Context: an optimization exercise on an open-source flow, tuned for small area, a short achievable clock period and few clock cycles per item. The choices shown serve that exercise and are no tape-out recipe.
The RTL was checked by simulation tests, not by an equivalence proof against the original design.

==> flow/design.v, too long to show whole: its modules and the start of the top module <==
// module md_add64: 432 lines
// module md_add33: 215 lines
// module md_mul: 1300 lines
// module md_clz: 10 lines
// module md_div_steps: 29 lines
// module md_cneg: 14 lines
// module md_unit: 167 lines
module md_unit (
  input  logic        clk,
  input  logic        reset,
  input  logic        start,
  input  logic        flush,
  input  logic [3:0]  MD_op,
  input  logic [31:0] A,
  input  logic [31:0] B,
  output logic        busy,
  output logic        stall,
  output logic [31:0] HI,
  output logic [31:0] LO
);
  // ...
==> flow/run.sh <==
#!/bin/bash
# synth_recipe.tcl (not shown) runs the flow's synth.tcl, then flattens the netlist and writes it again
# the make line also repeats each setting of config.mk as NAME=value (left out here)
make -C /OpenROAD-flow-scripts/flow DESIGN_CONFIG=/design/flow/config.mk WORK_HOME=/design/flow/orfs CLKGATE_MAP_FILE= SYNTH_SCRIPT=/design/flow/synth_recipe.tcl finish
==> flow/config.mk <==
export PLATFORM = sky130hd
export DESIGN_NAME = md_unit
export DESIGN_NICKNAME = md_unit
export VERILOG_FILES = /design/flow/design.v
export SDC_FILE = /design/flow/constraint.sdc
export NUM_CORES = 4
export LEC_CHECK = 0
export CAP_MARGIN = 20
export CORE_MARGIN = 2
export CORE_UTILIZATION = 30
export SETUP_SLACK_MARGIN = 4
export SLEW_MARGIN = 20
==> flow/constraint.sdc <==
create_clock -name core_clock -period 80.0 [get_ports {clk}]
set_input_delay 16.0000 -clock core_clock [delete_from_list [all_inputs] [get_ports {clk}]]
set_output_delay 16.0000 -clock core_clock [all_outputs]
set_load 0.01 [all_outputs]
==> results_dict.tcl, run 1 <==
set metrics [dict create \
    critical_path_depth 5 \
    postSynth.asyncResetShare_pct 34.6 \
    synth.ff_latch_count 188 \
    outcome "timing/DRC/antenna clean" \
    met2_length_um 72300 \
    floorplan.core_area_um2 129000 \
    clk-insertion-delay-late_ps 530 \
    worstMarginPinSlew_ps 1210 \
    r2r_start "x_q[0]" \
    path_class "in -> out" \
    final.fill_count 13500 \
    final_area_um2 43400 \
    multi_input_comb_area_um2 32200 \
    max_flop_register "t_q" \
    antenna_found_initial 8 \
    timing.hold.worst.start "t_q[7]" \
    antenna_violating_nets_post_route 0 \
    tapcell_cnt 1742 \
    yosys-top-cells-area "fa_1 19%, ha_1 12%, xnor2_1 10%" \
    buffers 253 \
    cts_max_level 4 \
    floorplan.rows 132 \
    cts_sinks 188 \
    port_buffers 137 \
    fin_tns_setup_ps 0 \
    synthTopCellsByCount "549 x nand2_1, 456 x inv_1, 443 x xnor2_1" \
    hold_path_end "t_q[11]" \
    multi_input_gates 3674 \
    clk_transition_reported_paths_ps 80 \
]
Testbench counts, summed over its fixed seeds: cycles 3,919, ops 2,400.
==> run 2: changes to the inputs <==
==> flow/flow/run.sh (new file) <==
#!/bin/bash
# Layout flow: the standard layout (standard.sh) with two changes:
#  - repair_timing runs with a larger setup margin, so that it also sizes
#    the short input-to-output path (start/MD_op -> stall), whose slack is
#    far above the standard margin;
#  - the port buffers are sky130_fd_sc_hd__buf_1 (the repair steps resize
#    them where needed).
# Constraints (clock period, I/O delays, output load) are the standard flow's, unchanged.
# Each step's full output goes to its own log file here and under orfs/logs.
set -euo pipefail
# standard synthesis, unchanged
bash standard.sh synth > log_synth.txt 2>&1
# the rest of the standard layout with the two settings above
sed 's/"\${@:-finish}"/SETUP_SLACK_MARGIN=48 "BUFFER_PORTS_ARGS=-buffer_cell sky130_fd_sc_hd__buf_1" "${@:-finish}"/' \
  standard.sh > standard_tuned.sh
grep -q 'SETUP_SLACK_MARGIN=48' standard_tuned.sh
bash standard_tuned.sh finish > log_layout.txt 2>&1
test -f out/final.def
==> flow/standard.sh (new file) <==
#!/bin/bash
# synth_recipe.tcl (not shown) runs the flow's synth.tcl, then flattens the netlist and writes it again
# the make line also repeats each setting of config.mk as NAME=value (left out here)
make -C /OpenROAD-flow-scripts/flow DESIGN_CONFIG=/design/flow/config.mk WORK_HOME=/design/flow/orfs CLKGATE_MAP_FILE= SYNTH_SCRIPT=/design/flow/synth_recipe.tcl "${@:-finish}"
--- a/flow/config.mk
+++ b/flow/config.mk
@@ -7,6 +7,5 @@
 export LEC_CHECK = 0
 export CAP_MARGIN = 20
 export CORE_MARGIN = 2
-export CORE_UTILIZATION = 30
-export SETUP_SLACK_MARGIN = 4
+export CORE_UTILIZATION = 40
 export SLEW_MARGIN = 20
removed: flow/run.sh
==> run 2 against run 1 <==
Still clean. Cell count fell by 7.1%. Global-route usage increased by 5.9 points. Setup slack gained 1300 ps. Sequential cell count did not move. Critical path depth rose by 1. Final area is 3.0% lower. Maximum frequency grew 4.1%. Synthesized cell count is the same. Clock skew up 2.9 ps. Via count is 1.7% lower. Critical endpoint unchanged. Largest cell class unchanged.
==> results_dict.tcl, run 2 <==
set metrics [dict create \
    dieArea_um2 100000 \
    r2r_start "x_q[0]" \
    critical_path_s_most_frequent_cell "nand2_1" \
    drc_errors 0 \
    worstMarginPinSlew_ps 1170 \
    grt_use_met1_pct 43.1 \
    timing.critical_path.slowest_cell_delay_ps 140 \
    die_h_um 316 \
    final-max-slew-violation-count 0 \
    global_route_wire_length_before_repair_um 234000 \
    postSynth.asyncResetShare_pct 34.6 \
    tritoncts "yes" \
    routed_wire_length_per_instance_um 27.2 \
    commonest_non_fill_non_tap_cells_in_the_layout "549 x nand2_1, 455 x inv_1, 433 x xnor2_1, 389 x ha_1, 377 x fa_1" \
    gr-usage-all-layers_pct 31.9 \
    critical_path.max_fanout 3 \
    drt-initial-drc-count 4181 \
    ratio_of_cells_with_drive_above_1_in_the_final_layout_pct 6.65 \
    outcome "timing/DRC/antenna clean" \
    cts_hold_buf 0 \
    floorplan.core_area_um2 96700 \
    finalWirelength_um 160000 \
    finalWeightedCongestion 1.00 \
    timing.critical_path.from_type "primary input" \
    grt_start_max_net_pins 162 \
    finalClockSkew_ps 27.2 \
    placed_cell_area_um2 41400 \
    vias_per_cell 6.03 \
    syn_to_final_growth_pct 7.95 \
    place.detailed.hpwl_um 125000 \
    slew_headroom_pct 21.2 \
    cpMaxStageDelayCell "buf_2" \
    fin_tns_setup_ps 0 \
    cts_inserted_buffers 17 \
    yosys.cell_count.top_type "nand2_1" \
    cts_sinks 188 \
    gr-total-overflow 0 \
    timing.fmax_ghz 0.0307 \
    grt_util_met2_pct 47.6 \
    timing.critical_path.max_delay_family "buffers and inverters" \
    initial_core_util_pct 40.3 \
    cts_max_level 4 \
    synth_seq_area_share_pct 11.4 \
    worst_hold_path.num_cells 2 \
    layout_top_registers "t_q x64, x_q x33" \
    cts_buffer_depth 2 \
    worst_r2r_endpoint "hi_q[31]" \
    layout_worst_path_cycle_share_pct 40.7 \
    yosys_warnings 2 \
    critPathBufInv 2 \
    cp.required_ps 64000 \
    crit_path_end_kind "output port" \
    yosysTopAreaCell "fa_1" \
    grtUsageMet3_pct 8.80 \
    arrival_ps 16560 \
    synth.ff_latch_count 188 \
    synth.net_count 5472 \
    synth.lib_cells_used.distinct 77 \
    max_cap_viol_count 0 \
    floorplan.rows 114 \
    max_flop_register "t_q" \
    crit_path_cell_trace "buf_12 -> nor2_4 -> nand2_1 -> o211ai_1 -> nand2_1 -> buf_2" \
    synth_area_um2 39000 \
    finalHoldViolCount 0 \
    rrSetupSlack_ps 57820 \
    synth_edf_count 37 \
    grt_pass1_vias 34100 \
    setup-violations-final 0 \
    port_buffers 137 \
    post_synth_inst_count 4634 \
    dominantRegCellSynth "dfxtp_1" \
    fp.dieW_um 316 \
    synthTopCellsByCount "549 x nand2_1, 456 x inv_1, 443 x xnor2_1" \
    post-synth-top-area-fraction_pct 19.4 \
    timing.hold.worst.start "t_q[7]" \
    grt_most_used_layer "met2" \
    ioPinCount 138 \
    routed-via-count 35600 \
    clk_transition_reported_paths_ps 90 \
    final_area_um2 42100 \
    path_class "in -> out" \
    final.fill_count 9862 \
    unrepaired_setup_endpoints_after_global_routing "yes" \
    finalNetCount 5454 \
    largest_register_ffs 64 \
    layout.cells.most_common "nand2_1" \
    final.min_clock_period_ps 32560 \
    clk-insertion-delay-late_ps 490 \
    syn-mean-instance-area_um2 8.41 \
    yosys-top-cells-area "fa_1 19%, ha_1 12%, xnor2_1 10%" \
    antenna_violating_nets_post_route 0 \
    timing.hold.worst.class "reg -> reg" \
    worst_r2r_path_depth 86 \
    drt_first_pass_iters 6 \
    antenna_found_initial 5 \
    hold_path_end "t_q[11]" \
    clock_tree.root_cell "clkbuf_16" \
]
## run 2: metal layers
layer | vias to the layer above | wire, um
li1 | 15900 | -
met1 | 17500 | 66000
met2 | 1833 | 68600
met3 | 354 | 17500
met4 | 6 | 8370
met5 | - | 44
## run 2: final cells by class
cell class	count	area [um2]	share of cell area [%]
flip-flops and latches	188	4460	10.6
repair buffers	273	1600	3.80
clock buffers	18	429	1.02
inverters	462	1740	4.13
well taps	1276	1600	3.79
clock inverters	14	144	0.342
multi-input cells	3674	32100	76.3
diodes	4	10.0	0.0238
## run 2: tightest hold or removal path, cell delays in order (launching register included)
cell     delay [ps]
dfxtp_1         350
inv_1            60
a21oi_1          50
## run 2: timing repair
| action | CTS | global route |
|---|---|---|
| buffers inserted | 4 | 2 |
| endpoints found under the setup margin | 1 | 1 |
| pin swaps | 4 | 2 |
| gates cloned | 0 | 0 |
| gates resized for setup | 19 | 1 |
| endpoints found under the hold margin | 0 | 0 |
## run 2: stage by stage
stage | utilization [%] | setup slack [ps] | std cells | hold WS, ps
after floorplan | - | 47490 | 4634 | 455
after global placement | 42.8 | 47180 | 5866 | 483
after detailed placement | 42.8 | 47210 | 5867 | 481
after CTS | 43.5 | 47470 | 5903 | 495
after global routing | 43.5 | 47370 | 5908 | 531
final | 43.5 | 47440 | 5909 | 500
## run 2: how the worst max path moves through the flow
stage | end | depth (start not counted) | start
after detailed placement | stall | 5 | MD_op[3]
after global routing | stall | 6 | MD_op[0]
after global placement | stall | 6 | MD_op[2]
after floorplan | stall | 5 | MD_op[0]
after CTS | stall | 6 | MD_op[1]
final | stall | 6 | MD_op[0]
## run 2: cells by family (layout without fill, tap and decap cells)
family | after synthesis | after routing | synth area share (%)
flops | 188 | 188 | 11.4
buf+inv | 772 | 767 | 7.54
other cells | 0 | 4 | 0
xor+xnor | 615 | 615 | 13.8
compound gates | 1120 | 1120 | 19.1
mux | 178 | 178 | 4.97
fa+ha+maj | 766 | 766 | 31.8
simple gates | 995 | 995 | 11.3
==> run 3: changes to the inputs <==
--- a/flow/config.mk
+++ b/flow/config.mk
@@ -7,5 +7,5 @@
 export LEC_CHECK = 0
 export CAP_MARGIN = 20
 export CORE_MARGIN = 2
-export CORE_UTILIZATION = 40
+export CORE_UTILIZATION = 55
 export SLEW_MARGIN = 20
==> run 3 against run 2 <==
Still clean on timing, DRC and antenna. Synthesized cell count is the same. Clock skew shrank 7.1 ps. Sequential cell count stayed put. First-iteration DRC count up 15%. Final area is 1.4% lower. Critical path depth is the same. Register-to-register slack worse by 210 ps. Non-clock buffer count down 15. Cell count fell by 6.0%. Critical path type unchanged. Critical endpoint unchanged. Largest cell class unchanged.
==> results_dict.tcl, run 3 <==
set metrics [dict create \
    outcome "timing/DRC/antenna clean" \
    r2r_start "t_q[31]" \
    syn-mean-instance-area_um2 8.41 \
    critical_path_depth 6 \
    cts_hold_buf 0 \
    yosys.cell_count.top_type "nand2_1" \
    gr-usage-all-layers_pct 42.7 \
    fin_tns_setup_ps 0 \
    layout_top_registers "t_q x64, x_q x33" \
    vias_per_cell 6.46 \
    critical_path_s_most_frequent_cell "nand2_1" \
    floorplan.rows 97 \
    drt_first_pass_iters 9 \
    fp.dieW_um 270 \
    grt_pass1_vias 34300 \
    drc_errors 0 \
    synth_edf_count 37 \
    timing.critical_path.max_delay_family "simple AND/OR/NAND/NOR gates" \
    global_route_wire_length_before_repair_um 231000 \
    finish.utilization_pct 59.2 \
    final-max-slew-violation-count 0 \
    cts_inserted_buffers 17 \
    finalHoldViolCount 0 \
    path_class "in -> out" \
    post-synth-top-area-fraction_pct 19.4 \
    worst_r2r_endpoint "hi_q[31]" \
    die_h_um 270 \
    synth.ff_latch_count 188 \
    postSynth.asyncResetShare_pct 34.6 \
    synthTopCellsByCount "549 x nand2_1, 456 x inv_1, 443 x xnor2_1" \
    synth_seq_area_share_pct 11.4 \
    finalNetCount 5439 \
    clk_transition_reported_paths_ps 90 \
    setup-violations-final 0 \
    cts_max_level 4 \
    cts_buffer_depth 2 \
    ioPinCount 138 \
    dominantRegCellSynth "dfxtp_1" \
    cp.required_ps 64000 \
    worstMarginPinSlew_ps 1200 \
    layout_worst_path_cycle_share_pct 40.7 \
    worst_hold_slack_ps 518 \
    clock_tree.root_cell "clkbuf_16" \
    syn_to_final_growth_pct 6.46 \
    worst_r2r_path_depth 84 \
    unrepaired_setup_endpoints_after_global_routing "yes" \
    yosys_warnings 2 \
    finalWeightedCongestion 1.04 \
    slew_headroom_pct 19.3 \
    antenna_violating_nets_post_route 0 \
    synth_area_um2 39000 \
    antenna_found_initial 7 \
    commonest_non_fill_non_tap_cells_in_the_layout "549 x nand2_1, 455 x inv_1, 434 x xnor2_1, 389 x ha_1, 377 x fa_1" \
    initial_core_util_pct 55.6 \
    crit_path_cell_trace "buf_8 -> nor2_4 -> nand2_1 -> o211ai_1 -> nand2_1 -> buf_2" \
    max_cap_viol_count 0 \
    hold_path_end "lo_q[11]" \
    tritoncts "yes" \
    timing.hold.worst.start "lo_q[11]" \
    timing.hold.worst.class "reg -> reg" \
    layout.cells.most_common "nand2_1" \
    yosys-top-cells-area "fa_1 19%, ha_1 12%, xnor2_1 10%" \
    cpMaxStageDelayCell "buf_2" \
    crit_path_end_kind "output port" \
    rrSetupSlack_ps 57610 \
    drt-initial-drc-count 4822 \
    detailedPlace.worstSlack_ps 47220 \
    max_flop_register "t_q" \
    dieArea_um2 73000 \
    arrival_ps 16570 \
    routed_wire_length_per_instance_um 28.2 \
    routed-via-count 35900 \
    place.detailed.hpwl_um 119000 \
    largest_register_ffs 64 \
    final.min_clock_period_ps 32570 \
    synth.net_count 5472 \
    cts_sinks 188 \
    timing.fmax_ghz 0.0307 \
    finalWirelength_um 157000 \
    finalClockSkew_ps 20.1 \
    timing.final.ws_setup_ps 47430 \
    floorplan.core_area_um2 70100 \
    critical_path.max_fanout 4 \
    timing.critical_path.from_type "primary input" \
    post_synth_inst_count 4634 \
    timing.critical_path.slowest_cell_delay_ps 140 \
    worst_hold_path.num_cells 1 \
    clk-insertion-delay-late_ps 490 \
    critPathBufInv 2 \
    gr-total-overflow 0 \
    grt_start_max_net_pins 169 \
    ratio_of_cells_with_drive_above_1_in_the_final_layout_pct 6.18 \
    synth.lib_cells_used.distinct 77 \
    yosysTopAreaCell "fa_1" \
    port_buffers 137 \
]
## run 3: area by class of cell
class	count	area, um2
antenna	2	5.00
clock buffer	19	464
clock inverter	13	119
fill	6608	28600
inverter	462	1740
multi-input combinational	3674	32100
sequential	188	4460
tap	940	1180
timing repair buffer	258	1470
## run 3: metal layers
layer	up-vias	routed length, um	GRT usage (%)
met3	459	17200	10.1
met1	17500	63300	57.8
met5	-	117	0
li1	15900	-	-
met4	12	9220	20.4
met2	2058	67200	64.1
## run 3: cell families after synthesis
kind of cell | after synthesis | synth area share [%]
XOR/XNOR | 615 | 13.8
AO/OA/AOI/OAI | 1120 | 19.1
multiplexers | 178 | 4.97
adder cells (fa/ha/maj) | 766 | 31.8
AND/OR/NAND/NOR | 995 | 11.3
buffers and inverters | 772 | 7.54
flip-flops | 188 | 11.4
## run 3: per-stage QoR
stage | std cells | instance area, um2
2_1_floorplan | 4634 | 39000
3_3_place_gp | 5519 | 40900
3_5_place_dp | 5519 | 40900
4_1_cts | 5554 | 41500
5_1_grt | 5554 | 41500
6_report | 5556 | 41500
## run 3: what timing repair did
| action | in CTS | in global routing |
|---|---|---|
| gates resized for setup | 15 | 0 |
| buffers inserted | 3 | 0 |
| endpoints found under the setup margin | 1 | 1 |
| cloned | 0 | 0 |
| pin swaps | 4 | 0 |
## run 3: worst max-delay path by stage
stage	start	to	slack, ps
after floorplan	MD_op[0]	stall	47490
after global placement	MD_op[2]	stall	47210
after detailed placement	MD_op[2]	stall	47220
after CTS	MD_op[1]	stall	47450
after global routing	MD_op[1]	stall	47370
final	MD_op[1]	stall	47430
==> run 4: changes to the inputs <==
==> flow/config.mk (replaced) <==
export PLATFORM = sky130hd
export DESIGN_NAME = md_unit
export DESIGN_NICKNAME = md_unit
export VERILOG_FILES = /design/flow/design.v
export SDC_FILE = /design/flow/constraint.sdc
export NUM_CORES = 4
export LEC_CHECK = 0
export CAP_MARGIN = 5
export CORE_MARGIN = 2
export CORE_UTILIZATION = 40
export SLEW_MARGIN = 5
==> run 4 against run 3 <==
Still clean on timing, DRC and antenna. Via count decreased by 0.82%. Final area grew 1.4%. Critical path depth stayed put. Cell count rose by 6.3%. Clock skew increased by 6.7 ps. Clock-buffer cell count decreased by 1. Setup slack improved by 23 ps. Critical endpoint unchanged.
==> results_dict.tcl, run 4 <==
set metrics [dict create \
    outcome "timing/DRC/antenna clean" \
    compound_cell_area_share_of_the_yosys_netlist_pct 19.1 \
    ratio_of_cells_with_drive_above_1_in_the_final_layout_pct 6.57 \
    routed_wire_length_per_instance_um 27.2 \
    max_flop_register "t_q" \
    commonest_non_fill_non_tap_cells_in_the_layout "549 x nand2_1, 455 x inv_1, 434 x xnor2_1, 389 x ha_1, 377 x fa_1" \
    timing.critical_path.from_type "primary input" \
    floorplan.core_area_um2 96700 \
    finalClockSkew_ps 26.7 \
    die_h_um 316 \
    unrepaired_setup_endpoints_after_global_routing "yes" \
    clk_transition_reported_paths_ps 90 \
    yosys.cell_count.top_type "nand2_1" \
    placed_cell_area_um2 41400 \
    cts_buffer_depth 2 \
    port_buffers 137 \
    clock_tree.root_cell "clkbuf_16" \
    post-synth-top-area-fraction_pct 19.4 \
    global_route_wire_length_before_repair_um 234000 \
    gr-total-overflow 0 \
    finalWirelength_um 161000 \
    critical_path.max_fanout 5 \
    max_cap_viol_count 0 \
    vias_per_cell 6.03 \
    setup-violations-final 0 \
    cts_max_level 4 \
    finalHoldViolCount 0 \
    antenna_violating_nets_post_route 0 \
    worst_r2r_endpoint "hi_q[31]" \
    worst_hold_slack_ps 497 \
    grt_pass1_vias 34200 \
    hold_path_end "t_q[11]" \
    path_class "in -> out" \
    gr-usage-all-layers_pct 32.0 \
    synth_xor_area_share_pct 13.8 \
    synth.lib_cells_used.distinct 77 \
    post_synth_inst_count 4634 \
    drt_first_pass_iters 6 \
    yosys-top-cells-area "fa_1 19%, ha_1 12%, xnor2_1 10%" \
    rrSetupSlack_ps 57670 \
    layout_top_registers "t_q x64, x_q x33" \
    finalNetCount 5452 \
    drt-initial-drc-count 4128 \
    timing.hold.worst.class "reg -> reg" \
    timing.final.ws_setup_ps 47450 \
    fp.dieW_um 316 \
    syn_to_final_growth_pct 7.91 \
    worstMarginPinSlew_ps 1330 \
    worst_r2r_path_depth 86 \
    grt_start_max_net_pins 162 \
    synth_area_um2 39000 \
    synth.ff_latch_count 188 \
    postSynth.asyncResetShare_pct 34.6 \
    final.min_clock_period_ps 32550 \
    finalWeightedCongestion 1.00 \
    dominantRegCellSynth "dfxtp_1" \
    synth_seq_area_share_pct 11.4 \
    yosys_warnings 2 \
    cts_inserted_buffers 17 \
    synth.net_count 5472 \
    drc_errors 0 \
    cts_sinks 188 \
    layout_worst_path_cycle_share_pct 40.7 \
    place.detailed.hpwl_um 125000 \
    tritoncts "yes" \
    cts_hold_buf 0 \
    crit_path_end_kind "output port" \
    yosysTopAreaCell "fa_1" \
    synth.mux.area_fraction_pct 4.97 \
    dieArea_um2 100000 \
    largest_register_ffs 64 \
    syn-mean-instance-area_um2 8.41 \
    ioPinCount 138 \
    clk-insertion-delay-late_ps 490 \
    synth_edf_count 37 \
    timing.hold.worst.start "t_q[7]" \
    arrival_ps 16550 \
    largest_family_of_logic_cells_by_synthesized_area "adder cells" \
    synth-simple-area-share_pct 11.3 \
    antenna_found_initial 7 \
    slew_headroom_pct 10.6 \
    floorplan.rows 114 \
    fin_tns_setup_ps 0 \
    synthTopCellsByCount "549 x nand2_1, 456 x inv_1, 443 x xnor2_1" \
    cp.required_ps 64000 \
    layout.cells.most_common "nand2_1" \
    timing.fmax_ghz 0.0307 \
    final_area_um2 42100 \
    synth-adder-area-share_pct 31.8 \
    final-max-slew-violation-count 0 \
    worst_hold_path.num_cells 2 \
    detailedPlace.worstSlack_ps 47220 \
    routed-via-count 35600 \
    r2r_start "x_q[0]" \
    initial_core_util_pct 40.3 \
]
-- run 4: cell counts after synthesis --
No cell type changed its count.
-- run 4: critical path: stages --
cell and delay [ps]:
buf_12 110, nor2_4 110, nand2_1 60, o211ai_1 70, nand2_1 60, buf_2 140
-- run 4: layout make-up --
type	instances	area, um2
Fill cell	9753	54600
Timing Repair Buffer	271	1590
Antenna cell	5	12.5
Sequential cell	188	4460
Clock buffer	18	429
Clock inverter	14	149
Inverter	462	1740
Tap cell	1276	1600
Multi-Input combinational cell	3674	32100
-- run 4: per-stage QoR --
| stage | utilization, % | instances |
|---|---|---|
| finish | 43.5 | 5908 |
| global route | 43.5 | 5907 |
| CTS | 43.5 | 5900 |
| detailed placement | 42.8 | 5866 |
| global placement | 42.8 | 5866 |
| floorplan | - | 4634 |
-- run 4: how the worst max path moves through the flow --
stage / start / endpoint / slack, ps / depth (start not counted)
2_1_floorplan: MD_op[0] / stall / 47490 / 5
3_5_place_dp: MD_op[2] / stall / 47220 / 6
6_report: MD_op[0] / stall / 47450 / 6
5_1_grt: MD_op[0] / stall / 47390 / 6
3_3_place_gp: MD_op[2] / stall / 47180 / 6
4_1_cts: MD_op[1] / stall / 47470 / 6
-- run 4: cells by family after synthesis --
| group | count (synthesis) |
|---|---|
| flops | 188 |
| fa+ha+maj | 766 |
| xor+xnor | 615 |
| compound gates | 1120 |
| buf+inv | 772 |
| mux | 178 |
| simple gates | 995 |
-- run 4: what timing repair did --
item                                    CTS  global route
gates resized for setup                  18             2
hold endpoints to repair                  0             0
endpoints found under the setup margin    1             1
pin swaps                                 4             2
setup buffers                             2             3
-- run 4: routing by layer --
metal | part of all wire (%) | wire length (um) | GRT usage [%]
met5 | 0.0069 | 11 | 0
met4 | 5.3 | 8510 | 14.1
met3 | 10 | 16800 | 7.55
met2 | 43 | 68600 | 47.9
met1 | 41 | 66600 | 43.8
==> run 5: changes to the inputs <==
==> flow/config.mk (replaced) <==
export PLATFORM = sky130hd
export DESIGN_NAME = md_unit
export DESIGN_NICKNAME = md_unit
export VERILOG_FILES = /design/flow/design.v
export SDC_FILE = /design/flow/constraint.sdc
export NUM_CORES = 4
export LEC_CHECK = 0
export CAP_MARGIN = 20
export CORE_MARGIN = 2
export CORE_UTILIZATION = 65
export CTS_BUF_LIST = sky130_fd_sc_hd__clkbuf_8
export PLACE_DENSITY = 0.75
export SLEW_MARGIN = 20
==> run 5 against run 4 <==
Still clean. Sequential cell count is the same. Sequential share of layout area rose by 0.25 points. Utilization rose by 26 points. First-iteration DRC count rose by 29%. Die area decreased by 38%. Synthesized cell count unchanged. Clock skew is 2.1 ps lower. Non-clock buffer count shrank 7. Largest cell class unchanged.
==> results_dict.tcl, run 5 <==
set metrics [dict create \
    drc_errors 0 \
    synthTopCellsByCount "549 x nand2_1, 456 x inv_1, 443 x xnor2_1" \
    yosys_warnings 2 \
    cts_max_level 4 \
    drt-initial-drc-count 5318 \
    critical_path_s_most_frequent_cell "nand2_1" \
    synth_seq_area_share_pct 11.4 \
    critical_path.max_fanout 3 \
    synth.lib_cells_used.distinct 77 \
    syn-mean-instance-area_um2 8.41 \
    ratio_of_cells_with_drive_above_1_in_the_final_layout_pct 6.02 \
    ioPinCount 138 \
    max_flop_register "t_q" \
    grt_pass1_vias 35600 \
    routed_wire_length_per_instance_um 27.9 \
    crit_path_end_kind "output port" \
    timing.hold.worst.class "reg -> reg" \
    fin_tns_setup_ps 0 \
    slew_headroom_pct 10.2 \
    post-synth-top-area-fraction_pct 19.4 \
    yosys.cell_count.top_type "nand2_1" \
    cpMaxStageDelayCell "buf_2" \
    floorplan.rows 89 \
    finalHoldViolCount 0 \
    outcome "timing/DRC/antenna clean" \
    cts_inserted_buffers 17 \
    synth_area_um2 39000 \
    cts_buffer_depth 2 \
    worstMarginPinSlew_ps 1340 \
    layout_top_registers "t_q x64, x_q x33" \
    critPathBufInv 2 \
    max_cap_viol_count 0 \
    die_h_um 249 \
    post_synth_inst_count 4634 \
    unrepaired_setup_endpoints_after_global_routing "yes" \
    antenna_found_initial 7 \
    gr-usage-all-layers_pct 48.4 \
    syn_to_final_growth_pct 5.44 \
    vias_per_cell 6.82 \
    routed-via-count 36800 \
    floorplan.core_area_um2 59100 \
    final.fill_count 4987 \
    antenna_violating_nets_post_route 0 \
    worst_hold_slack_ps 522 \
    commonest_non_fill_non_tap_cells_in_the_layout "549 x nand2_1, 455 x inv_1, 433 x xnor2_1, 389 x ha_1, 377 x fa_1" \
    largest_register_ffs 64 \
    setup-violations-final 0 \
    finalWirelength_um 151000 \
    placed_cells_incl_taps 5356 \
    initial_core_util_pct 65.9 \
    cp.required_ps 64000 \
    dieArea_um2 62000 \
    clk-insertion-delay-late_ps 550 \
    path_class "in -> out" \
    timing.final.ws_setup_ps 47420 \
    finalWeightedCongestion 1.07 \
    synth_edf_count 37 \
    final-max-slew-violation-count 0 \
    tritoncts "yes" \
    timing.critical_path.max_delay_family "simple AND/OR/NAND/NOR gates" \
    yosys-top-cells-area "fa_1 19%, ha_1 12%, xnor2_1 10%" \
    synth.ff_latch_count 188 \
    layout_worst_path_cycle_share_pct 40.7 \
    drt_first_pass_iters 7 \
    detailedPlace.worstSlack_ps 47200 \
    cts_sinks 188 \
    dominantRegCellSynth "dfxtp_1" \
    timing.critical_path.slowest_cell_delay_ps 140 \
    global_route_wire_length_before_repair_um 225000 \
    timing.fmax_ghz 0.0307 \
    place.detailed.hpwl_um 114000 \
    fin_cells 5400 \
    layout.cells.most_common "nand2_1" \
    postSynth.asyncResetShare_pct 34.6 \
    yosysTopAreaCell "fa_1" \
    timing.critical_path.from_type "primary input" \
    clock_tree.root_cell "clkbuf_8" \
    port_buffers 137 \
    synth.net_count 5472 \
    finalNetCount 5445 \
    final.min_clock_period_ps 32580 \
    fp.dieW_um 249 \
    arrival_ps 16580 \
    gr-total-overflow 0 \
    finalClockSkew_ps 24.7 \
    clk_transition_reported_paths_ps 120 \
    grt_start_max_net_pins 81 \
    crit_path_cell_trace "buf_12 -> nor2_4 -> nand2_1 -> o211ai_1 -> nand2_1 -> buf_2" \
]
-- run 5: cell types whose count changed in the layout (fill, tap and decap cells not counted), sizes merged, moves of 2 or more --
cell	change
buf	-7
inv	-3
clkbuf	+2
diode	+2
-- run 5: logic make-up (layout without fill, tap and decap cells) --
family	count (synthesis)	in the layout	synth area share [%]
compound gates	1120	1120	19.1
simple gates	995	995	11.3
buf+inv	772	758	7.54
fa+ha+maj	766	766	31.8
xor+xnor	615	615	13.8
flops	188	188	11.4
mux	178	178	4.97
other cells	0	7	0
-- run 5: worst min-delay path: cells and delay by family (launching register included) --
family | cells | cell delay [ps]
flip-flops | 1 | 370
buffers and inverters | 1 | 70
AO/OA/AOI/OAI | 1 | 60
-- run 5: per-layer routing --
layer | vias up | GRT usage (%) | wire [um]
li1 | 15900 | - | -
met1 | 17500 | 61.9 | 54500
met2 | 2773 | 70.7 | 62000
met3 | 716 | 15.2 | 21600
met4 | 6 | 31.6 | 12700
met5 | - | 0 | 37
-- run 5: final timing paths --
path	startpoint	endpoint	slack (ps)	cells past startpoint
min in group asynchronous	reset	lo_q[19]	15710	3
max in group asynchronous	reset	busy_q	63490	3
max	MD_op[0]	stall	47420	6
min	t_q[7]	t_q[11]	520	2
min reg2reg	t_q[7]	t_q[11]	520	2
max reg2reg	t_q[31]	hi_q[31]	57660	82
-- run 5: what timing repair did --
action | in CTS | in global routing
endpoints found under the setup margin | 1 | 1
pin swaps | 4 | 3
resized for setup | 16 | 2
hold buffers | 0 | 0
gates cloned | 0 | 0
setup buffers | 2 | 3
-- run 5: final cells by class --
cell class | instances | area (um2) | area share [%]
antenna | 7 | 17.5 | 0.0426
clock buffer | 20 | 275 | 0.670
clock inverter | 12 | 110 | 0.268
inverter | 462 | 1740 | 4.22
multi-input combinational | 3674 | 32000 | 77.9
sequential | 188 | 4460 | 10.9
tap | 773 | 967 | 2.35
timing repair buffer | 264 | 1520 | 3.69
-- run 5: per-stage QoR --
step           instance area, um2  util [%]
3_3_place_gp                40600      68.7
2_1_floorplan               39000         -
3_5_place_dp                40600      68.7
4_1_cts                     41100      69.4
5_1_grt                     41100      69.5
6_report                    41100      69.5
==> run 6: changes to the inputs <==
--- a/flow/config.mk
+++ b/flow/config.mk
@@ -8,6 +8,5 @@
 export CAP_MARGIN = 20
 export CORE_MARGIN = 2
 export CORE_UTILIZATION = 65
-export CTS_BUF_LIST = sky130_fd_sc_hd__clkbuf_8
 export PLACE_DENSITY = 0.75
 export SLEW_MARGIN = 20
==> run 6 against run 5 <==
Still clean. Clock skew down 9.4 ps. Area after synthesis unchanged. Non-clock buffer count unchanged. Cell count about the same. Register-to-register slack better by 60 ps. Setup slack worse by 1.1 ps. Utilization up 0.31 points. Sequential cell count unchanged. Clock-buffer cell count unchanged. Global-route usage up 0.14 points. Highest routed layer is now met4.
==> results_dict.tcl, run 6 <==
set metrics [dict create \
    post_synth_inst_count 4634 \
    postSynth.asyncResetShare_pct 34.6 \
    synth.ff_latch_count 188 \
    critical_path.max_fanout 3 \
    final.fill_count 4957 \
    worstMarginPinSlew_ps 1310 \
    timing.hold.worst.start "t_q[7]" \
    synth_seq_area_share_pct 11.4 \
    synth.net_count 5472 \
    commonest_non_fill_non_tap_cells_in_the_layout "549 x nand2_1, 455 x inv_1, 433 x xnor2_1, 389 x ha_1, 377 x fa_1" \
    layout_worst_path_cycle_share_pct 40.7 \
    cts_sinks 188 \
    critPathBufInv 2 \
    worst_hold_slack_ps 516 \
    gr-total-overflow 0 \
    routed_wire_length_per_instance_um 28.0 \
    finalWirelength_um 151000 \
    unrepaired_setup_endpoints_after_global_routing "yes" \
    finish.utilization_pct 69.8 \
    layout_top_registers "t_q x64, x_q x33" \
    drt-met1-wl_um 55300 \
    dominantRegCellSynth "dfxtp_1" \
    worst_r2r_path_depth 83 \
    fin_tns_setup_ps 0 \
    finalWeightedCongestion 1.07 \
    yosys-top-cells-area "fa_1 19%, ha_1 12%, xnor2_1 10%" \
    setup-violations-final 0 \
    grt_start_max_net_pins 81 \
    ratio_of_cells_with_drive_above_1_in_the_final_layout_pct 6.02 \
    critical_path_s_most_frequent_cell "nand2_1" \
    cts_max_level 4 \
    routed-via-count 36800 \
    gr-usage-all-layers_pct 48.6 \
    initial_core_util_pct 65.9 \
    path_class "in -> out" \
    post-synth-top-area-fraction_pct 19.4 \
    yosysTopAreaCell "fa_1" \
    yosys.cell_count.top_type "nand2_1" \
    arrival_ps 16580 \
    cts_inserted_buffers 17 \
    slew_headroom_pct 12.1 \
    synthTopCellsByCount "549 x nand2_1, 456 x inv_1, 443 x xnor2_1" \
    cts_buffer_depth 2 \
    largest_register_ffs 64 \
    drt-initial-drc-count 5092 \
    vias_per_cell 6.82 \
    drc_errors 0 \
    met2_length_um 62800 \
    clk-insertion-delay-late_ps 490 \
    tritoncts "yes" \
    max_flop_register "t_q" \
    yosys_warnings 2 \
    syn_to_final_growth_pct 5.91 \
    crit_path_end_kind "output port" \
    final-seq-area_um2 4460 \
    worst_hold_path.num_cells 2 \
    timing.critical_path.max_delay_family "simple AND/OR/NAND/NOR gates" \
    synth.lib_cells_used.distinct 77 \
    finalHoldViolCount 0 \
    antenna_violating_nets_post_route 0 \
    final-max-slew-violation-count 0 \
    floorplan.rows 89 \
    detailroute.wirelength.met3_um 20900 \
    drt_first_pass_iters 7 \
    timing.critical_path.slowest_cell_delay_ps 140 \
    placed_cells_incl_taps 5356 \
    global_route_wire_length_before_repair_um 226000 \
    timing.hold.worst.class "reg -> reg" \
    final.min_clock_period_ps 32580 \
    fin_cells 5396 \
    die_h_um 249 \
    port_buffers 137 \
    synth_area_um2 39000 \
    antenna_found_initial 3 \
    rrSetupSlack_ps 57720 \
    synth_edf_count 37 \
    finalNetCount 5445 \
    cpMaxStageDelayCell "buf_2" \
    layout.cells.most_common "nand2_1" \
    crit_path_cell_trace "buf_12 -> nor2_4 -> nand2_1 -> o211ai_1 -> nand2_1 -> buf_2" \
    floorplan.core_area_um2 59100 \
    ioPinCount 138 \
    timing.critical_path.from_type "primary input" \
    syn-mean-instance-area_um2 8.41 \
    finalClockSkew_ps 15.3 \
    hold_path_end "t_q[11]" \
    grt_pass1_vias 35600 \
    multi_input_comb_area_um2 32000 \
    place.detailed.hpwl_um 114000 \
    dieArea_um2 62000 \
    maxUsedRoutingLayer "met4" \
    clk_transition_reported_paths_ps 80 \
    timing.fmax_ghz 0.0307 \
    fp.dieW_um 249 \
    max_cap_viol_count 0 \
    worst_r2r_endpoint "hi_q[31]" \
    clock_tree.root_cell "clkbuf_16" \
    cp.required_ps 64000 \
    r2r_start "t_q[31]" \
    outcome "timing/DRC/antenna clean" \
]
-- run 6: cell count changes in the layout (fill, tap and decap cells not counted) --
| cell | change |
|---|---|
| clkbuf_16 | +17 |
| clkbuf_8 | -17 |
| diode_2 | -4 |
-- run 6: kinds of logic (layout without fill, tap and decap cells) --
logic type,Yosys count,count (layout),synth area share [%]
other,0,3,0
XOR/XNOR,615,615,13.8
AND/OR/NAND/NOR,995,995,11.3
flip-flops,188,188,11.4
AO/OA/AOI/OAI,1120,1120,19.1
adder cells (fa/ha/maj),766,766,31.8
buffers and inverters,772,758,7.54
multiplexers,178,178,4.97
-- run 6: how the worst max path moves through the flow --
stage              from     to  slack (ps)  depth (start not counted)
6_report       MD_op[0]  stall       47420                          6
5_1_grt        MD_op[0]  stall       47350                          6
4_1_cts        MD_op[1]  stall       47450                          6
3_5_place_dp   MD_op[0]  stall       47200                          5
3_3_place_gp   MD_op[0]  stall       47220                          6
2_1_floorplan  MD_op[0]  stall       47490                          5
-- run 6: tightest hold or removal path, cell delays in order, from the launching register on --
cell and delay [ps]:
dfxtp_1 350, inv_1 70, a21oi_1 60
-- run 6: metrics by stage --
step	area [um2]	setup WS, ps
2_1_floorplan	39000	47490
3_3_place_gp	40600	47220
3_5_place_dp	40600	47200
4_1_cts	41200	47450
5_1_grt	41300	47350
6_report	41300	47420
-- run 6: cell type report --
class | count | area share [%]
clock inverter | 12 | 0.267
tap | 773 | 2.34
multi-input combinational | 3674 | 77.6
timing repair buffer | 264 | 3.67
sequential | 188 | 10.8
antenna | 3 | 0.0182
inverter | 462 | 4.20
clock buffer | 20 | 1.13
-- run 6: per-layer routing --
layer,GRT usage [%],up-vias
li1,-,15800
met1,62.5,17600
met2,71.1,2690
met3,14.7,647
met4,31.2,0
met5,0.154,-
-- run 6: timing repair --
item,CTS,global route
hold buffers,0,0
buffers inserted,2,3
gates resized for setup,16,2
pin swaps,4,3
endpoints found under the setup margin,1,1
==> module md_div_steps, before the edit <==
module md_div_steps #(
  parameter int S = 4
) (
  input  logic [31:0] d,
  input  logic [31:0] r_i,
  input  logic [31:0] q_i,
  output logic [31:0] r_o,
  output logic [31:0] q_o
);
  logic [S:0][31:0]   r;
  logic [S:0][31:0]   q;
  logic [S-1:0][32:0] t;
  assign r[0] = r_i;
  assign q[0] = q_i;
  for (genvar i = 0; i < S; i++) begin : g_step
    logic co;
    md_add33 u_sub (
      .a   ({r[i], q[i][31]}),
      .b   ({1'b1, ~d}),
      .cin (1'b1),
      .s   (t[i]),
      .co  (co)
    );
    assign r[i+1] = t[i][32] ? {r[i][30:0], q[i][31]} : t[i][31:0];
    assign q[i+1] = {q[i][30:0], ~t[i][32]};
  end
  assign r_o = r[S];
  assign q_o = q[S];
endmodule
==> module md_unit, before the edit <==
module md_unit (
  input  logic        clk,
  input  logic        reset,
  input  logic        start,
  input  logic        flush,
  input  logic [3:0]  MD_op,
  input  logic [31:0] A,
  input  logic [31:0] B,
  output logic        busy,
  output logic        stall,
  output logic [31:0] HI,
  output logic [31:0] LO
);
  localparam int S  = md_unit_pkg::DIV_STEPS;
  localparam int LS = md_unit_pkg::DIV_LOG;
  localparam int CW = 6 - LS;   
  localparam logic [4:0] SHM = 32 - S;   
  logic          busy_q;
  logic          mul_q;     
  logic [31:0]   hi_q;
  logic [31:0]   lo_q;
  logic [CW-1:0] cnt_q;
  logic [63:0]   t_q;       
  logic [32:0]   x_q;       
  logic [16:0]   ch_q;      
  logic          sub_q;
  logic          qneg_q;
  logic          rneg_q;
  logic          dz_q;      
  logic acc_go;
  logic op_mul, op_acc, op_div, op_sgn, op_sub;
  assign acc_go = start & ~flush & ~busy_q;
  assign op_mul = (MD_op == md_unit_pkg::MD_MULT)  | (MD_op == md_unit_pkg::MD_MULTU) |
                  (MD_op == md_unit_pkg::MD_MADD)  | (MD_op == md_unit_pkg::MD_MADDU) |
                  (MD_op == md_unit_pkg::MD_MSUB)  | (MD_op == md_unit_pkg::MD_MSUBU);
  assign op_acc = (MD_op == md_unit_pkg::MD_MADD)  | (MD_op == md_unit_pkg::MD_MADDU) |
                  (MD_op == md_unit_pkg::MD_MSUB)  | (MD_op == md_unit_pkg::MD_MSUBU);
  assign op_sub = (MD_op == md_unit_pkg::MD_MSUB)  | (MD_op == md_unit_pkg::MD_MSUBU);
  assign op_div = (MD_op == md_unit_pkg::MD_DIV)   | (MD_op == md_unit_pkg::MD_DIVU);
  assign op_sgn = (MD_op == md_unit_pkg::MD_MULT)  | (MD_op == md_unit_pkg::MD_DIV) |
                  (MD_op == md_unit_pkg::MD_MADD)  | (MD_op == md_unit_pkg::MD_MSUB);
  assign busy  = busy_q;
  assign stall = busy_q | (start & (MD_op != 4'd0) & (MD_op <= 4'd12));
  assign HI    = hi_q;
  assign LO    = lo_q;
  logic [32:0] a33, b33;
  logic        a_fit, b_fit;
  logic [32:0] x_s;
  logic [16:0] c_s;
  logic [63:0] acc_s;
  logic [32:0] x_m;
  logic [16:0] c_m;
  logic [63:0] acc_m;
  logic [63:0] p;
  logic [63:0] mres;
  logic        msub;
  logic        xrow;
  assign a33   = {op_sgn & A[31], A};
  assign b33   = {op_sgn & B[31], B};
  assign a_fit = (A[31:16] == 16'h0000) | (A[31:16] == 16'hffff);
  assign b_fit = (B[31:16] == 16'h0000) | (B[31:16] == 16'hffff);
  assign x_s   = (b_fit | ~a_fit) ? a33 : b33;
  assign c_s   = b_fit ? b33[16:0] : (a_fit ? a33[16:0] : {1'b0, B[15:0]});
  assign acc_s = op_acc ? {hi_q, lo_q} : 64'd0;
  assign x_m   = busy_q ? x_q  : x_s;
  assign c_m   = busy_q ? ch_q : c_s;
  assign acc_m = busy_q ? {16'd0, t_q[63:16]} : acc_s;
  md_mul u_mul (
    .x   (x_m),
    .c   (c_m),
    .neg (msub),
    .xr  (xrow),
    .acc (acc_m),
    .p   (p)
  );
  assign msub = busy_q ? sub_q : op_sub;
  assign xrow = ~busy_q & ~op_sgn & (a_fit | b_fit) & c_s[16];
  assign mres = busy_q ? {p[47:0], t_q[15:0]} : p;
  logic        a_neg, b_neg, b_zero;
  logic [31:0] am, bm;
  logic [5:0]  na, nb;
  logic [5:0]  k;         
  logic        q_zero;    
  logic [CW-1:0] ncyc;    
  logic [4:0]  sh;        
  logic [63:0] rq0;
  assign a_neg  = op_sgn & A[31];
  assign b_neg  = op_sgn & B[31];
  md_cneg u_nega (.n(a_neg), .x(A), .y(am));
  md_cneg u_negb (.n(b_neg), .x(B), .y(bm));
  assign b_zero = (B == 32'd0);
  md_clz u_clza (.x(am), .n(na));
  md_clz u_clzb (.x(bm), .n(nb));
  assign q_zero = (nb < na);
  assign k      = nb - na;
  assign ncyc   = CW'(k[4:0] >> LS) + CW'(1);
  assign sh     = ~k[4:0] & SHM;
  assign rq0    = {32'd0, am} << sh;
  logic [31:0] r_n, q_n;
  md_div_steps #(.S(S)) u_steps (
    .d   (x_q[31:0]),
    .r_i (t_q[63:32]),
    .q_i (t_q[31:0]),
    .r_o (r_n),
    .q_o (q_n)
  );
  logic [31:0] r_fix, q_fix;
  md_cneg u_negr (.n(rneg_q), .x(r_n), .y(r_fix));
  md_cneg u_negq (.n(qneg_q), .x(q_n), .y(q_fix));
  logic last;
  assign last = (cnt_q == CW'(1));
  always_ff @(posedge clk or posedge reset) begin
    if (reset) begin
      busy_q <= 1'b0;
    end else if (busy_q) begin
      if (flush | mul_q | last) busy_q <= 1'b0;
    end else if (acc_go) begin
      if (op_div & ~q_zero)           busy_q <= 1'b1;
      if (op_mul & ~a_fit & ~b_fit)   busy_q <= 1'b1;
    end
  end
  always_ff @(posedge clk) begin
    if (busy_q) begin
      cnt_q <= cnt_q - CW'(1);
      t_q   <= {r_n, q_n};
    end else begin
      mul_q  <= op_mul;
      cnt_q  <= b_zero ? CW'(1) : ncyc;
      dz_q   <= b_zero;
      t_q    <= op_div ? rq0 : p;
      x_q    <= op_div ? {1'b0, bm} : a33;
      qneg_q <= a_neg ^ b_neg;
      rneg_q <= a_neg;
    end
  end
  always_ff @(posedge clk) begin
    ch_q  <= b33[32:16];
    sub_q <= op_sub;
  end
  always_ff @(posedge clk or posedge reset) begin
    if (reset) begin
      hi_q <= 32'd0;
      lo_q <= 32'd0;
    end else if (busy_q) begin
      if (~flush & mul_q) begin
        hi_q <= mres[63:32];
        lo_q <= mres[31:0];
      end else if (~flush & last & ~dz_q) begin
        hi_q <= r_fix;
        lo_q <= q_fix;
      end
    end else if (acc_go) begin
      if (op_mul & (a_fit | b_fit)) begin
        hi_q <= mres[63:32];
        lo_q <= mres[31:0];
      end else if (op_mul) begin
      end else if (op_div & ~b_zero & q_zero) begin
        hi_q <= A;
        lo_q <= 32'd0;
      end else if (MD_op == md_unit_pkg::MD_MTHI) begin
        hi_q <= A;
      end else if (MD_op == md_unit_pkg::MD_MTLO) begin
        lo_q <= A;
      end
    end
  end
endmodule
==> run 7: changes to the inputs <==
--- a/flow/design.v
+++ b/flow/design.v
@@ -1975,7 +1975,7 @@
 module md_div_steps #(
   parameter int S = 4
 ) (
-  input  logic [31:0] d,
+  input  logic [31:0] nd,    
   input  logic [31:0] r_i,
   input  logic [31:0] q_i,
   output logic [31:0] r_o,
@@ -1990,7 +1990,7 @@
     logic co;
     md_add33 u_sub (
       .a   ({r[i], q[i][31]}),
-      .b   ({1'b1, ~d}),
+      .b   ({1'b1, nd}),
       .cin (1'b1),
       .s   (t[i]),
       .co  (co)
@@ -2115,7 +2115,7 @@
   assign rq0    = {32'd0, am} << sh;
   logic [31:0] r_n, q_n;
   md_div_steps #(.S(S)) u_steps (
-    .d   (x_q[31:0]),
+    .nd  (x_q[31:0]),
     .r_i (t_q[63:32]),
     .q_i (t_q[31:0]),
     .r_o (r_n),
@@ -2145,7 +2145,7 @@
       cnt_q  <= b_zero ? CW'(1) : ncyc;
       dz_q   <= b_zero;
       t_q    <= op_div ? rq0 : p;
-      x_q    <= op_div ? {1'b0, bm} : a33;
+      x_q    <= op_div ? {a33[32], ~bm} : a33;
       qneg_q <= a_neg ^ b_neg;
       rneg_q <= a_neg;
     end
==> flow/flow/run.sh (replaced) <==
#!/bin/bash
# Layout flow: the standard layout (standard.sh, same ORFS scripts and
# synth_recipe.tcl) with three changes:
#  - synthesis is run with SYNTH_ARGS=-noabc, which skips the generic ABC pass
#    inside Yosys's synth command, so that extract_fa maps the full/half adders
#    of the design as written (fewer inverters around the adder cells); the
#    registers and their names are the same as the standard synthesis';
#  - repair_timing runs with a larger setup margin, so that it also sizes the
#    short input-to-output path (start/MD_op -> stall), whose slack is far
#    above the standard margin;
#  - the port buffers are sky130_fd_sc_hd__buf_1 (the repair steps resize
#    them where needed).
# Constraints (clock period, I/O delays, output load) are the standard flow's, unchanged.
# Each step's full output goes to its own log file here and under orfs/logs.
set -euo pipefail
sed 's/"\${@:-finish}"/SYNTH_ARGS=-noabc SETUP_SLACK_MARGIN=48 "BUFFER_PORTS_ARGS=-buffer_cell sky130_fd_sc_hd__buf_1" "${@:-finish}"/' \
  standard.sh > standard_tuned.sh
grep -q 'SETUP_SLACK_MARGIN=48' standard_tuned.sh
bash standard_tuned.sh synth > log_synth.txt 2>&1
bash standard_tuned.sh finish > log_layout.txt 2>&1
test -f out/final.def
--- a/flow/config.mk
+++ b/flow/config.mk
@@ -7,6 +7,5 @@
 export LEC_CHECK = 0
 export CAP_MARGIN = 20
 export CORE_MARGIN = 2
-export CORE_UTILIZATION = 65
-export PLACE_DENSITY = 0.75
+export CORE_UTILIZATION = 40
 export SLEW_MARGIN = 20
==> run 7 against run 6 <==
Still clean on timing, DRC and antenna. Via count hardly changed. Routed wire length grew 8.8%. Non-clock buffer count increased by 38. Global-route usage shrank 16 points. Die area is 61% higher. Sequential share of layout area is 0.28 points lower. Setup slack got worse by 170 ps. Critical path type unchanged.
==> results_dict.tcl, run 7 <==
set metrics [dict create \
    unrepaired_setup_endpoints_after_global_routing "yes" \
    arrival_ps 16740 \
    layout.cells.most_common "nand2_1" \
    grt_use_met1_pct 43.3 \
    critPathBufInv 2 \
    hold_path_end "hi_q[11]" \
    floorplan.rows 114 \
    largest_register_ffs 64 \
    syn_to_final_growth_pct 8.01 \
    timing.critical_path.slowest_cell_delay_ps 180 \
    drt_first_pass_iters 6 \
    worst_r2r_path_depth 90 \
    grtUsageMet3_pct 9.70 \
    die_h_um 316 \
    grt_start_max_net_pins 128 \
    max_flop_register "t_q" \
    ioPinCount 138 \
    fp.dieW_um 316 \
    cts_sinks 187 \
    dominantRegCellSynth "dfxtp_1" \
    routed-via-count 36800 \
    yosys.cell_count.top_type "nand2_1" \
    placed_cell_area_um2 41400 \
    outcome "timing/DRC/antenna clean" \
    detailedPlace.worstSlack_ps 46870 \
    gr-usage-all-layers_pct 32.6 \
    grt_pass1_vias 35000 \
    finalWirelength_um 165000 \
    synth.net_count 5398 \
    cts_hold_buf 0 \
    worst_r2r_endpoint "hi_q[31]" \
    path_class "in -> out" \
    tritoncts "yes" \
    port_buffers 137 \
    cts_max_level 4 \
    cpMaxStageDelayCell "nor2_4" \
    cts_inserted_buffers 17 \
    commonest_non_fill_non_tap_cells_in_the_layout "513 x nand2_1, 416 x xnor2_1, 400 x ha_1, 380 x fa_1, 238 x o21ai_0" \
    floorplan.core_area_um2 96700 \
    timing.final.ws_setup_ps 47260 \
    initial_core_util_pct 40.3 \
    final-max-slew-violation-count 0 \
    finalNetCount 5373 \
    routed_wire_length_per_instance_um 28.3 \
    grt_most_used_layer "met2" \
    crit_path_cell_trace "buf_8 -> nor2_4 -> nand2_2 -> o211ai_1 -> nand2_1 -> buf_2" \
    timing.critical_path.from_type "primary input" \
    post_synth_inst_count 4546 \
    cp.required_ps 64000 \
    ratio_of_cells_with_drive_above_1_in_the_final_layout_pct 7.41 \
    synthTopCellsByCount "515 x nand2_1, 429 x xnor2_1, 400 x ha_1" \
    clk_transition_reported_paths_ps 80 \
    timing.fmax_ghz 0.0305 \
    yosys-top-cells-area "fa_1 20%, ha_1 13%, xnor2_1 9.6%" \
    yosys_warnings 2 \
    post-synth-top-area-fraction_pct 19.5 \
    drt-initial-drc-count 4132 \
    setup-violations-final 0 \
    fin_cells 5814 \
    worst_hold_path.num_cells 2 \
    rrSetupSlack_ps 57320 \
    finalWeightedCongestion 1.08 \
    synth.lib_cells_used.distinct 91 \
    timing.critical_path.max_delay_family "simple AND/OR/NAND/NOR gates" \
    final.fill_count 9805 \
    gr-total-overflow 0 \
    synth_seq_area_share_pct 11.4 \
    dieArea_um2 100000 \
    r2r_start "x_q[0]" \
    critical_path.max_fanout 3 \
    finalClockSkew_ps 24.9 \
    timing.hold.worst.start "hi_q[11]" \
    fin_tns_setup_ps 0 \
    drc_errors 0 \
    syn-mean-instance-area_um2 8.58 \
    clk-insertion-delay-late_ps 510 \
    synth.ff_latch_count 187 \
    max_cap_viol_count 0 \
    synth_edf_count 36 \
    placed_cells_incl_taps 5774 \
    cts_buffer_depth 2 \
    slew_headroom_pct 18.7 \
    postSynth.asyncResetShare_pct 34.8 \
    clock_tree.root_cell "clkbuf_16" \
    yosysTopAreaCell "fa_1" \
    finalHoldViolCount 0 \
    timing.hold.worst.class "reg -> reg" \
    final_area_um2 42100 \
    grt_util_met2_pct 48.5 \
    layout_worst_path_cycle_share_pct 40.9 \
    final.min_clock_period_ps 32740 \
    place.detailed.hpwl_um 127000 \
    vias_per_cell 6.33 \
    global_route_wire_length_before_repair_um 240000 \
    crit_path_end_kind "output port" \
    synth_area_um2 39000 \
    worstMarginPinSlew_ps 1220 \
    antenna_violating_nets_post_route 0 \
    antenna_found_initial 8 \
]
## run 7: area by class of cell
| type | instances | area [um2] | area share (%) |
|---|---|---|---|
| tap | 1276 | 1600 | 3.79 |
| antenna | 4 | 10.0 | 0.0238 |
| clock buffer | 17 | 425 | 1.01 |
| multi-input combinational | 3809 | 32900 | 78.0 |
| inverter | 204 | 768 | 1.82 |
| sequential | 187 | 4430 | 10.5 |
| clock inverter | 15 | 229 | 0.544 |
| timing repair buffer | 302 | 1800 | 4.27 |
## run 7: cell families after synthesis
| group | synth area share (%) |
|---|---|
| flip-flops | 11.4 |
| AND/OR/NAND/NOR | 12.5 |
| adder cells (fa/ha/maj) | 32.3 |
| buffers and inverters | 5.48 |
| multiplexers | 3.15 |
| XOR/XNOR | 12.8 |
| AO/OA/AOI/OAI | 22.3 |
## run 7: worst max path at each step
stage	startpoint	to	slack, ps	cells past startpoint
after floorplan	MD_op[2]	stall	47540	5
after global placement	MD_op[2]	stall	46870	5
after detailed placement	MD_op[2]	stall	46870	5
after CTS	MD_op[1]	stall	47180	6
after global routing	MD_op[0]	stall	47140	6
final	MD_op[0]	stall	47260	6
## run 7: timing repair
item / in CTS / in global routing
buffers inserted: 2 / 2
endpoints found under the setup margin: 1 / 1
gates resized for setup: 12 / 3
pin swaps: 3 / 3
## run 7: tightest hold or removal path: stages (launching register included)
cell	delay, ps
dfrtp_1	370
nand2_1	50
o21ai_0	60
## run 7: metal layers
metal / part of all wire, % / wire, um
met2: 43 / 70000
met4: 5.6 / 9220
met3: 11 / 18800
met1: 40 / 66500
met5: 0.025 / 41
## run 7: per-stage QoR
| stage | hold WS [ps] | util, % |
|---|---|---|
| CTS | 510 | 43.5 |
| global placement | 486 | 42.8 |
| global route | 531 | 43.5 |
| finish | 510 | 43.5 |
| detailed placement | 492 | 42.8 |
| floorplan | 455 | - |
Testbench counts of run 7, summed over its fixed seeds: cycles 3,919, ops 2,400.

==> separate check: timing with driven ports <==
In the flow no input, the clock included, has a driving cell. The finished layouts below were timed again as built, in two steps. Step 1: set_driving_cell puts a clkbuf_16 on clk and a buf_2 on each other input, an assumption about the parent block. Step 2 also shifts input and output timing later by t, the mid clock arrival at the registers, as if the neighbouring blocks saw the same clock. a / b / c = ideal / step 1 / step 2; a / b = the first two.
run | t, ns | setup slack, ns | worst hold slack (ns) | worst setup path at the end
run 1 | 0.586 | 46.092 / 46.017 / 46.017 | 0.500 / 0.500 / 0.500 | input to output
run 2 | 0.548 | 47.441 / 47.395 / 47.395 | 0.500 / 0.500 / 0.500 | input to output
run 3 | 0.545 | 47.431 / 47.386 / 47.386 | 0.518 / 0.518 / 0.518 | input to output
run 4 | 0.548 | 47.454 / 47.407 / 47.407 | 0.497 / 0.497 / 0.497 | input to output
run 5 | 0.601 | 47.425 / 47.373 / 47.373 | 0.522 / 0.522 / 0.522 | input to output
run 6 | 0.548 | 47.424 / 47.371 / 47.371 | 0.516 / 0.516 / 0.516 | input to output
run 7 | 0.557 | 47.256 / 47.215 / 47.215 | 0.510 / 0.510 / 0.510 | input to output
After both steps every run listed still meets setup and hold. The setup slack of run 1, which loses most, moves by -0.075 ns with the drivers and by -0.075 ns with both steps.
